What follows belongs to an exercise in optimizing a design on an open flow for small area, a short achievable clock period and few clock cycles per item; a production flow would make more cautious choices. Only simulation tests tie the RTL to the original design; equivalence was not proved.

==> flow/design.v, too long to show whole: its modules and the start of the top module <==
// module wrapped_angle_slew_tracker: 255 lines
// module wast_mul_g: 730 lines
// module wast_mul_l: 890 lines
// module wast_mul_d: 1677 lines
// module wast_add20: 190 lines
// module wast_add24: 289 lines
module wrapped_angle_slew_tracker
(
	input  wire logic                  clk,
	input  wire logic                  arst_n,
	input  wire logic                  cfg_valid,
	output      logic                  cfg_ready,
	input  wire logic [wast_pkg::CFG_IDX_W-1:0]  cfg_index,
	input  wire logic [wast_pkg::CFG_DATA_W-1:0] cfg_data,
	input  wire logic                  in_valid,
	output      logic                  in_ready,
	input  wire logic [wast_pkg::CMD_W-1:0]      cmd,
	input  wire logic [wast_pkg::ANGLE_W-1:0]    angle_in,
	input  wire logic [wast_pkg::TIME_W-1:0]     elapsed_time,
	output      logic                  out_valid,
	input  wire logic                  out_ready,
	output      logic [wast_pkg::ANGLE_W-1:0]    current_angle,
	output      logic [wast_pkg::ANGLE_W-1:0]    target_angle
);
  // ...
==> flow/flow/run.sh <==
#!/bin/bash
# Standard layout, with one netlist clean-up between synthesis and floorplan:
# flow/faopt.py removes inverters around full adders by flipping the polarity
# of full adders (a full adder is self-dual), without changing the logic.
set -euo pipefail
R="$PWD/orfs/results/${FLOW_PLATFORM}/wrapped_angle_slew_tracker/base"
bash standard.sh synth > synth.log 2>&1
python3 flow/faopt.py "$R/1_2_yosys.v" "$R/1_2_yosys.faopt.v" > faopt.log 2>&1
grep -c "sky130_fd_sc_hd__inv" "$R/1_2_yosys.v" "$R/1_2_yosys.faopt.v" >> faopt.log 2>&1 || true
cp "$R/1_2_yosys.v" "$R/1_2_yosys.standard.v"
mv "$R/1_2_yosys.faopt.v" "$R/1_2_yosys.v"
bash standard.sh > layout.log 2>&1
==> flow/flow/faopt.py <==
#!/usr/bin/env python3
"""Polarity clean-up of a mapped sky130 netlist: a full adder is self-dual,
FA(~a, ~b, ~c) = ~FA(a, b, c) for both outputs, so a full adder whose inputs
arrive through inverters can take the inverters' inputs instead and hand its
outputs on inverted. Each flip is kept only when it removes more inverters
than it adds. The logic function of the netlist is unchanged.

usage: faopt.py IN.v OUT.v
"""
import re
import sys

INV = re.compile(r"sky130_fd_sc_hd__(clk)?inv_\d+$")
FA = re.compile(r"sky130_fd_sc_hd__fa_\d+$")
OUTP = {"X", "Y", "Q", "Q_N", "SUM", "COUT", "HI", "LO"}
CELL = re.compile(r"^(\s*)(sky130_fd_sc_hd__\w+)\s+(\S+)\s*\((.*?)\);", re.S | re.M)
PIN = re.compile(r"\.(\w+)\(\s*((?:\\\S+\s*(?:\[\d+\])?)|[^()\s]+)\s*\)")


def norm(s):
    return " ".join(s.split())


def main():
    src = open(sys.argv[1]).read()
    mod_end = src.rindex("endmodule")
    cells = {}
    order = []
    for m in CELL.finditer(src):
        typ, name, body = m.group(2), m.group(3), m.group(4)
        pins = {p: norm(n) for p, n in PIN.findall(body)}
        cells[name] = [typ, pins]
        order.append(name)
    if "assign " in src[: mod_end]:
        # aliases would need net merging; leave such netlists alone
        open(sys.argv[2], "w").write(src)
        return

    drv = {}
    loads = {}

    def rebuild():
        drv.clear()
        loads.clear()
        for name, (typ, pins) in cells.items():
            for p, n in pins.items():
                if p in OUTP:
                    drv[n] = (name, p)
                else:
                    loads.setdefault(n, []).append((name, p))

    rebuild()
    ports = set(re.findall(r"^\s*(?:input|output)\s+(?:wire\s+)?(?:\[[^\]]*\]\s*)?(\S+?)\s*;", src, re.M))
    # nets that are (bits of) module ports are never rewired away
    def is_port(n):
        base = n.split("[")[0].strip().lstrip("\\")
        return base in ports or n in ports

    newwires = []
    counter = [0]

    def inv_src(n):
        """If net n is driven by an inverter, the inverter's input net."""
        d = drv.get(n)
        if d and INV.match(cells[d[0]][0]):
            return cells[d[0]][1]["A"]
        return None

    def inv_of(n):
        """An existing inverter output for net n, or None."""
        for (c, p) in loads.get(n, []):
            if INV.match(cells[c][0]) and p == "A":
                return cells[c][1]["Y"]
        return None

    def new_inv(n):
        counter[0] += 1
        name = f"_faopt_inv_{counter[0]}_"
        out = f"_faopt_n_{counter[0]}_"
        newwires.append(out)
        cells[name] = ["sky130_fd_sc_hd__inv_1", {"A": n, "Y": out}]
        order.append(name)
        drv[out] = (name, "Y")
        loads.setdefault(n, []).append((name, "A"))
        return out

    def gain(fa):
        """Inverters saved by flipping fa (positive is better)."""
        typ, pins = cells[fa]
        g = 0
        for p in ("A", "B", "CIN"):
            n = pins[p]
            if inv_src(n) is not None:
                # this load leaves the inverter; the inverter dies if it was its only load
                if len(loads.get(n, [])) == 1 and not is_port(n):
                    g += 1
            else:
                if inv_of(n) is None:
                    g -= 1
        for p in ("SUM", "COUT"):
            n = pins[p]
            if is_port(n):
                return -99
            ls = loads.get(n, [])
            invs = [c for c, q in ls if INV.match(cells[c][0]) and not is_port(cells[c][1]["Y"])]
            others = [c for c, q in ls if c not in invs]
            g += len(invs)
            if others:
                g -= 1
        return g

    def flip(fa):
        typ, pins = cells[fa]
        for p in ("A", "B", "CIN"):
            n = pins[p]
            loads[n].remove((fa, p))
            s = inv_src(n)
            if s is not None:
                pins[p] = s
                if not loads[n] and not is_port(n):
                    dead = drv[n][0]
                    loads[cells[dead][1]["A"]].remove((dead, "A"))
                    del drv[n]
                    del cells[dead]
            else:
                y = inv_of(n) or new_inv(n)
                pins[p] = y
            loads.setdefault(pins[p], []).append((fa, p))
        for p in ("SUM", "COUT"):
            n = pins[p]
            ls = list(loads.get(n, []))
            invs = [c for c, q in ls if INV.match(cells[c][0]) and not is_port(cells[c][1]["Y"])]
            others = [(c, q) for c, q in ls if c not in invs]
            # n now carries the complement; inverters on n become wires
            for c in invs:
                y = cells[c][1]["Y"]
                for (lc, lp) in loads.get(y, []):
                    cells[lc][1][lp] = n
                    loads.setdefault(n, []).append((lc, lp))
                loads.pop(y, None)
                drv.pop(y, None)
                loads[n].remove((c, "A"))
                del cells[c]
            if others:
                y = new_inv(n)
                for (lc, lp) in others:
                    cells[lc][1][lp] = y
                    loads[n].remove((lc, lp))
                    loads.setdefault(y, []).append((lc, lp))

    for _ in range(6):
        changed = 0
        for name in list(order):
            if name in cells and FA.match(cells[name][0]):
                if gain(name) > 0:
                    flip(name)
                    changed += 1
        if not changed:
            break

    # write the module back: header and declarations, then cells
    head = src[: CELL.search(src).start()]
    decl = "".join(f"  wire {w};\n" for w in newwires)
    body = []
    for name in order:
        if name not in cells:
            continue
        typ, pins = cells[name]
        conns = ",\n".join(f"    .{p}({n} )" if n.startswith("\\") else f"    .{p}({n})" for p, n in pins.items())
        body.append(f"  {typ} {name} (\n{conns}\n  );\n")
    tail = src[mod_end:]
    open(sys.argv[2], "w").write(head + decl + "".join(body) + tail)


if __name__ == "__main__":
    main()
==> flow/standard.sh <==
#!/bin/bash
# synth_recipe.tcl (not shown) runs the flow's synth.tcl, then flattens the netlist and writes it again
# the make line also repeats each setting of config.mk as NAME=value (left out here)
make -C /OpenROAD-flow-scripts/flow DESIGN_CONFIG=/design/flow/config.mk WORK_HOME=/design/flow/orfs CLKGATE_MAP_FILE= SYNTH_SCRIPT=/design/flow/synth_recipe.tcl "${@:-finish}"
==> flow/config.mk <==
export PLATFORM = sky130hd
export DESIGN_NAME = wrapped_angle_slew_tracker
export DESIGN_NICKNAME = wrapped_angle_slew_tracker
export VERILOG_FILES = /design/flow/design.v
export SDC_FILE = /design/flow/constraint.sdc
export NUM_CORES = 4
export LEC_CHECK = 0
export ABC_AREA = 1
export CAP_MARGIN = 20
export CORE_MARGIN = 2
export CORE_UTILIZATION = 58
export SETUP_SLACK_MARGIN = 4.5
export SLEW_MARGIN = 20
==> flow/constraint.sdc <==
create_clock -name core_clock -period 11.0 [get_ports {clk}]
set_input_delay 2.2000 -clock core_clock [delete_from_list [all_inputs] [get_ports {clk}]]
set_output_delay 2.2000 -clock core_clock [all_outputs]
set_load 0.01 [all_outputs]
==> out/metrics.yaml, run 1 <==
worst_setup_path:
  critical_path_s_most_frequent_cell: "sky130_fd_sc_hd__fa_1"
  r2r_slack_ns: 4.51
  worst_setup_path_type: "reg -> reg"
  r2r_cells: 26
  arr_time_crit_path_ns: 6.92
  timing.critical_path.required_ns: 11.43
  endpoint_kind: "flip-flop"
  timing.critical_path.max_delay_family: "adder cells"
sta:
  setup-violations-final: 0
  rsz0062_at_grt: "true"
  finalSetupTns_ns: 0
  post-route-period-util_pct: 58.97
  slew-limit-headroom_pct: 35.23
status:
  status: "complete, no violations"
logic_synthesis:
  post_synthesis_instance_area_mm2: 0.03578
global_routing:
  gr-usage-met3_pct: 8.033
worst_hold_path:
  timing.hold.worst_path_depth: 0
clock_network:
  cts-resized-gates: 159
finish:
  most_frequent_standard_cell_in_the_layout_excluding_fill_and_tap_cells: "sky130_fd_sc_hd__nand2_1"
  non_clock_inverter_count: 605
  comb.multi_input.count: 3603
floorplan:
  floorplan.io_pins: 107
  dieWidth_um: 252.4
routing:
  drt.antenna.violating_nets: 0
Testbench counts, summed over its fixed seeds: cycles 2,424, items 2,400.
==> run 2, diff against run 1 <==
--- a/flow/config.mk
+++ b/flow/config.mk
@@ -8,6 +8,6 @@
 export ABC_AREA = 1
 export CAP_MARGIN = 20
 export CORE_MARGIN = 2
-export CORE_UTILIZATION = 58
+export CORE_UTILIZATION = 62
 export SETUP_SLACK_MARGIN = 4.5
 export SLEW_MARGIN = 20
==> out/metrics.yaml, run 2 <==
worst_setup_path:
  arr_time_crit_path_ns: 6.97  # was 6.92 ns
  cp_num_buf_inv: 5  # was 7
  critical_path_s_most_frequent_cell: "sky130_fd_sc_hd__fa_1"  # unchanged
  r2r_cells: 26  # unchanged
  timing.critical_path.max_delay_family: "adder cells"  # unchanged
  critical-path-max-stage-delay_ns: 0.55  # was 0.56 ns
  timing.critical_path.required_ns: 11.45  # was 11.43 ns
  critical_path_depth: 26  # unchanged
  startpoint_type: "flip-flop"  # unchanged
  critical_path.max_fanout: 8  # was 13
  worst_setup_path_type: "reg -> reg"  # unchanged
  critical-path-slowest-cell: "sky130_fd_sc_hd__fa_1"  # unchanged
  endpoint_kind: "flip-flop"  # unchanged
sta:
  setup-violations-final: 0  # unchanged
  rsz0062_at_grt: "true"  # unchanged
  finalSetupTns_ns: 0  # unchanged
  fmax_mhz: 153.4  # was 154.2 MHz
  clk_skew_ns: 0.01394  # was 0.01807 ns
  timing_hold_violations_final: 0  # unchanged
  slew-limit-headroom_pct: 28.93  # was 35.23%
  fin_crit_ns: 6.517  # was 6.487 ns
  measured_slew_at_the_worst_slew_check_pin_ns: 1.059  # was 0.9716 ns
  report.final.slew_viol_count: 0  # unchanged
  post-route-period-util_pct: 59.24  # was 58.97%
logic_synthesis:
  synth_net_count: 5416  # unchanged
  yosysWarnings: 1  # unchanged
  syn-instance-count: 4600  # unchanged
  post_synthesis_instance_area_mm2: 0.03578  # unchanged
  syn-mean-instance-area_um2: 7.779  # unchanged
clock_network:
  worst_skew_pair.late_latency_ns: 0.52  # was 0.51 ns
  clock_tree.root_cell: "sky130_fd_sc_hd__clkbuf_16"  # unchanged
  maximum_clock_path_buffer_count: 2  # unchanged
  tritoncts_sink_count: 176  # unchanged
  cts_max_level: 4  # unchanged
  cts.clk_slew.worst_paths_ns: 0.08  # about the same
  cts_buffers: 17  # unchanged
  tritoncts: "yes"  # unchanged
floorplan:
  rows: 88  # was 91
  dieWidth_um: 244.2  # was 252.4 um
  fp.dieArea_mm2: 0.05965  # was 0.06370 mm^2
  initial_core_util_pct: 62.38  # was 58.30%
  floorplan.io_pins: 107  # unchanged
  floorplan.die.height_um: 244.2  # was 252.4 um
  core_area_mm2: 0.05737  # was 0.06137 mm^2
finish:
  nets: 5525  # was 5505
  flow.area_growth_from_synthesis_pct: 14.47  # was 14.19%
  regMostFlops: "g1_q"  # unchanged
  largest_reg_flops: 28  # unchanged
  layout.area.seq_mm2: 0.004567  # was 0.004566 mm^2
  post-route-util_pct: 71.40  # was 66.58%
  layout-drive-gt1-share_pct: 13.83  # was 12.89%
  final.fill_count: 4618  # was 5350
  largest_registers: "g1_q x28, slew3 x22, slew_q x20"  # unchanged
  most_frequent_standard_cell_in_the_layout_excluding_fill_and_tap_cells: "sky130_fd_sc_hd__nand2_1"  # unchanged
  antennaDiodeCount: 0  # was 1
  area_of_the_multi_input_gates_mm2: 0.02969  # was 0.02957 mm^2
  mostFrequentLayoutCells: "sky130_fd_sc_hd__nand2_1 (724), sky130_fd_sc_hd__inv_1 (492), sky130_fd_sc_hd__fa_1 (366), sky130_fd_sc_hd__o22ai_1 (352), sky130_fd_sc_hd__a21oi_1 (332)"  # was sky130_fd_sc_hd__nand2_1 (735), sky130_fd_sc_hd__inv_1 (493), sky130_fd_sc_hd__fa_1 (375), sky130_fd_sc_hd__o22ai_1 (349), sky130_fd_sc_hd__ha_1 (331)
placement:
  gp_congestion: 0.9830  # was 0.9625
  hpwl_um: 90850  # was 91400 um
  portBuffers: 93  # unchanged
global_routing:
  grt_usage_pct: 41.44  # was 38.59%
  grt_max_degree: 52  # was 53
  via_count_of_the_first_global_routing_pass: 34400  # was 32760
  grt_pass1_wl_um: 192500  # was 189700 um
  antenna_found_initial: 1  # unchanged
  gr-total-overflow: 0  # unchanged
routing:
  vias: 36130  # was 35260
  drt.antenna.violating_nets: 0  # unchanged
  routed_wire_length_per_instance_um: 23.53  # was 23.07 um
  postRouteWirelength_um: 129100  # was 126700 um
  drtPass1Iterations: 8  # was 7
  remaining_drc_errors: 0  # unchanged
  drt_iter0_drc: 5079  # was 4682
  viasPerCell: 6.584  # was 6.419
worst_hold_path:
  min_path_type: "reg -> reg"  # unchanged
  timing.hold.worst_path_depth: 0  # unchanged
flow_run:
  max_cap_viol_count: 0  # unchanged
status:
  status: "complete, no violations"  # unchanged
run 2: final timing paths:
| check | from | end | slack [ns] |
|---|---|---|---|
| max | dmag_q[12] | dmag_q[10] | 4.48 |
| min | c0_q[0] | c1_q[0] | 0.46 |
| max reg2reg | dmag_q[12] | dmag_q[10] | 4.48 |
| min reg2reg | c0_q[0] | c1_q[0] | 0.46 |
| max in group asynchronous | arst_n | dmag_q[4] | 8.30 |
| min in group asynchronous | arst_n | goal_q[14] | 1.58 |
run 2: repair_timing:
action	CTS	global route
hold buffers	0	0
resized for setup	170	275
cloned	14	6
buffers inserted	81	83
pin swaps	55	110
endpoints found under the setup margin	38	42
run 2: cell type report:
type | count | area share (%)
clock buffer | 18 | 1.048
clock inverter | 14 | 0.3452
inverter | 600 | 5.813
multi-input combinational | 3607 | 72.49
sequential | 176 | 11.15
tap | 765 | 2.337
timing repair buffer | 298 | 6.672
timing repair inverter | 9 | 0.1466
run 2: worst register-to-register path, cell delays in order, from the launching register on:
cell	delay, ns
sky130_fd_sc_hd__dfrtp_2	0.47
sky130_fd_sc_hd__buf_4	0.19
sky130_fd_sc_hd__ha_2	0.26
sky130_fd_sc_hd__nor2_4	0.24
sky130_fd_sc_hd__buf_4	0.19
sky130_fd_sc_hd__xor2_1	0.29
sky130_fd_sc_hd__o22ai_1	0.14
sky130_fd_sc_hd__ha_1	0.33
sky130_fd_sc_hd__fa_1	0.45
sky130_fd_sc_hd__fa_1	0.49
sky130_fd_sc_hd__fa_1	0.55
sky130_fd_sc_hd__inv_2	0.07
sky130_fd_sc_hd__fa_1	0.46
sky130_fd_sc_hd__ha_1	0.35
sky130_fd_sc_hd__nand4_1	0.16
sky130_fd_sc_hd__o221ai_2	0.27
sky130_fd_sc_hd__nand2_1	0.09
sky130_fd_sc_hd__a31oi_1	0.18
sky130_fd_sc_hd__nor2_1	0.07
sky130_fd_sc_hd__o21ai_2	0.08
sky130_fd_sc_hd__xor2_2	0.21
sky130_fd_sc_hd__buf_12	0.17
sky130_fd_sc_hd__nor3_4	0.05
sky130_fd_sc_hd__buf_4	0.16
sky130_fd_sc_hd__nor2_4	0.27
sky130_fd_sc_hd__a21oi_1	0.13
sky130_fd_sc_hd__nor2_1	0.12
run 2: metal layers:
| metal | global-route usage [%] | up-vias | routed length (um) |
|---|---|---|---|
| li1 | - | 16020 | - |
| met1 | 53.35 | 16740 | 48230 |
| met2 | 63.32 | 2655 | 55970 |
| met3 | 9.855 | 713 | 15170 |
| met4 | 25.20 | 2 | 9729 |
| met5 | 0 | - | 12 |
run 2: stage by stage:
step	worst slack (ns)	instance area, um^2	cells	hold slack [ns]
after floorplan	4.518	35780	4600	0.4272
after global placement	2.211	37170	5271	0.4407
after detailed placement	2.160	37170	5271	0.4456
after CTS	4.498	39090	5398	0.4648
after global routing	4.280	40960	5487	0.4766
final	4.483	40960	5487	0.4614
==> run 3, diff against run 2 <==
--- a/flow/config.mk
+++ b/flow/config.mk
@@ -8,6 +8,6 @@
 export ABC_AREA = 1
 export CAP_MARGIN = 20
 export CORE_MARGIN = 2
-export CORE_UTILIZATION = 62
+export CORE_UTILIZATION = 55
 export SETUP_SLACK_MARGIN = 4.5
 export SLEW_MARGIN = 20
==> out/metrics.yaml, run 3 <==
floorplan:
  core_area_mm2: 0.06435  # was 0.05737 mm^2
  dieWidth_um: 259.1  # was 244.2 um
  floorplan.die.height_um: 259.1  # was 244.2 um
  rows: 93  # was 88
  initial_core_util_pct: 55.61  # was 62.38%
  fp.dieArea_mm2: 0.06711  # was 0.05965 mm^2
  floorplan.io_pins: 107  # unchanged
clock_network:
  tritoncts: "yes"  # unchanged
  maximum_clock_path_buffer_count: 2  # unchanged
  cts_max_level: 4  # unchanged
  ctsHoldBuffers: 0  # unchanged
  cts_buffers: 17  # unchanged
  worst_skew_pair.late_latency_ns: 0.52  # about the same
  clock_tree.root_cell: "sky130_fd_sc_hd__clkbuf_16"  # unchanged
  cts.clk_slew.worst_paths_ns: 0.08  # about the same
  tritoncts_sink_count: 176  # unchanged
global_routing:
  grt_usage_pct: 37.85  # was 41.44%
  gr-total-overflow: 0  # unchanged
  grt_pass1_wl_um: 195800  # was 192500 um
  gr-usage-met3_pct: 7.499  # was 9.855%
  grt_busiest_layer: "met2"  # unchanged
  met1_usage_pct: 50.46  # was 53.35%
  global_route.usage.met2_pct: 59.39  # was 63.32%
  antenna_found_initial: 0  # was 1
  via_count_of_the_first_global_routing_pass: 33350  # was 34400
  grt_max_degree: 53  # was 52
routing:
  postRouteWirelength_um: 131600  # was 129100 um
  vias: 35550  # was 36130
  drtPass1Iterations: 6  # was 8
  remaining_drc_errors: 0  # unchanged
  drt.antenna.violating_nets: 0  # unchanged
  routed_wire_length_per_instance_um: 23.53  # about the same
  drt_iter0_drc: 4480  # was 5079
  viasPerCell: 6.353  # was 6.584
worst_setup_path:
  worst_setup_path_type: "reg -> reg"  # unchanged
  critical-path-max-stage-delay_ns: 0.57  # was 0.55 ns
  endpoint_kind: "flip-flop"  # unchanged
  arr_time_crit_path_ns: 6.99  # was 6.97 ns
  startpoint_type: "flip-flop"  # unchanged
  critical-path-slowest-cell: "sky130_fd_sc_hd__dfrtp_4"  # was sky130_fd_sc_hd__fa_1
  timing.critical_path.required_ns: 11.44  # was 11.45 ns
  critical_path.max_fanout: 7  # was 8
sta:
  setup-violations-final: 0  # unchanged
  report.final.slew_viol_count: 0  # unchanged
  timing_hold_violations_final: 0  # unchanged
  fin_crit_ns: 6.552  # was 6.517 ns
  slew-limit-headroom_pct: 35.79  # was 28.93%
  rsz0062_at_grt: "true"  # unchanged
  clk_skew_ns: 0.02651  # was 0.01394 ns
  fmax_mhz: 152.6  # was 153.4 MHz
  measured_slew_at_the_worst_slew_check_pin_ns: 0.9631  # was 1.059 ns
  finalSetupTns_ns: 0  # unchanged
  post-route-period-util_pct: 59.56  # was 59.24%
finish:
  layout-drive-gt1-share_pct: 14.13  # was 13.83%
  mostFrequentLayoutCells: "sky130_fd_sc_hd__nand2_1 (724), sky130_fd_sc_hd__inv_1 (497), sky130_fd_sc_hd__fa_1 (371), sky130_fd_sc_hd__o22ai_1 (344), sky130_fd_sc_hd__a21oi_1 (332)"  # was sky130_fd_sc_hd__nand2_1 (724), sky130_fd_sc_hd__inv_1 (492), sky130_fd_sc_hd__fa_1 (366), sky130_fd_sc_hd__o22ai_1 (352), sky130_fd_sc_hd__a21oi_1 (332)
  nets: 5544  # was 5525
  final.fill_count: 5659  # was 4618
  largest_reg_flops: 28  # unchanged
  final_area_mm2: 0.04163  # was 0.04096 mm^2
  most_frequent_standard_cell_in_the_layout_excluding_fill_and_tap_cells: "sky130_fd_sc_hd__nand2_1"  # unchanged
  regMostFlops: "g1_q"  # unchanged
  antennaDiodeCount: 0  # unchanged
  post-route-util_pct: 64.69  # was 71.40%
  largest_registers: "g1_q x28, slew3 x22, slew_q x20"  # unchanged
  flow.area_growth_from_synthesis_pct: 16.34  # was 14.47%
logic_synthesis:
  yosysWarnings: 1  # unchanged
  synth_net_count: 5416  # unchanged
  post_synthesis_instance_area_mm2: 0.03578  # unchanged
  syn-mean-instance-area_um2: 7.779  # unchanged
  syn-instance-count: 4600  # unchanged
placement:
  postPlaceCellArea_mm2: 0.03730  # was 0.03717 mm^2
  gp_congestion: 0.9644  # was 0.9830
  portBuffers: 93  # unchanged
  hpwl_um: 92820  # was 90850 um
status:
  status: "complete, no violations"  # unchanged
flow_run:
  max_cap_viol_count: 0  # unchanged
worst_hold_path:
  min_path_type: "reg -> reg"  # unchanged
-- run 3: cell type report --
class | count | area (um^2) | share of cell area (%)
flip-flops and latches | 176 | 4564 | 10.96
repair buffers | 328 | 3261 | 7.833
inverters | 600 | 2382 | 5.723
multi-input cells | 3602 | 29710 | 71.38
clock inverters | 15 | 193.9 | 0.4659
repair inverters | 3 | 18.77 | 0.04509
well taps | 855 | 1070 | 2.570
clock buffers | 17 | 425.4 | 1.022
-- run 3: through the flow --
| stage | setup WS [ns] | std cells | hold slack (ns) |
|---|---|---|---|
| 4_1_cts | 4.376 | 5492 | 0.4603 |
| 3_3_place_gp | 2.680 | 5364 | 0.4395 |
| 2_1_floorplan | 4.518 | 4600 | 0.4272 |
| 5_1_grt | 4.279 | 5596 | 0.4732 |
| 3_5_place_dp | 2.613 | 5364 | 0.4417 |
| 6_report | 4.448 | 5596 | 0.4573 |
-- run 3: worst paths after layout --
check	startpoint	endpoint	slack (ns)	depth (start not counted)
hold reg to reg	c0_q[0]	c1_q[0]	0.46	0
max in group asynchronous	arst_n	dmag_q[4]	8.29	2
min in group asynchronous	arst_n	goal_q[15]	1.59	1
setup / recovery	dmag_q[9]	dmag_q[12]	4.45	28
hold / removal	c0_q[0]	c1_q[0]	0.46	0
setup reg to reg	dmag_q[9]	dmag_q[12]	4.45	28
-- run 3: repair_timing --
item                       in CTS  in global routing
cloned                         10                  7
setup endpoints to repair      38                 42
pin swaps                      33                111
setup buffers                  86                 97
resized for setup             161                288
-- run 3: worst max-delay path, delay by kind of cell (launching register included) --
family	cells	cell delay, ns
AO/OA/AOI/OAI	5	0.80
adder cells (fa/ha/maj)	7	2.89
AND/OR/NAND/NOR	7	0.67
XOR/XNOR	2	0.54
flip-flops	1	0.57
buffers and inverters	7	0.99
-- run 3: routing by layer --
layer	vias up	wire, um
met2	2218	58120
met4	0	7942
li1	16040	-
met3	511	13150
met5	-	0
met1	16780	52440

-- port drivers added, routing unchanged --
The flow's constraints put no driver on any port. The routed layouts listed below were extracted and timed again, unchanged, in two steps. Step 1 assumes that a clkbuf_16 drives the clock port and a buf_2 every other input. Step 2, shift: input delay + t, output delay - t, t = (earliest + latest rising clock arrival at the registers) / 2. This alone moves slack from input paths to output paths. a / b / c = ideal / step 1 / step 2; a / b = the first two.
run | t, ns | setup slack, ns | worst hold slack (ns) | slew at the worst register clock pin (ns) | worst slew at a driven data input, ns
run 1 | 0.564 | 4.513 / 4.513 / 4.513 | 0.457 / 0.457 / 0.457 | 0.09 / 0.09 | 0.04
run 2 | 0.581 | 4.483 / 4.483 / 4.483 | 0.461 / 0.461 / 0.461 | 0.09 / 0.09 | 0.05
run 3 | 0.573 | 4.448 / 4.448 / 4.448 | 0.457 / 0.457 / 0.457 | 0.09 / 0.09 | 0.04
After both steps every run listed still meets setup and hold.
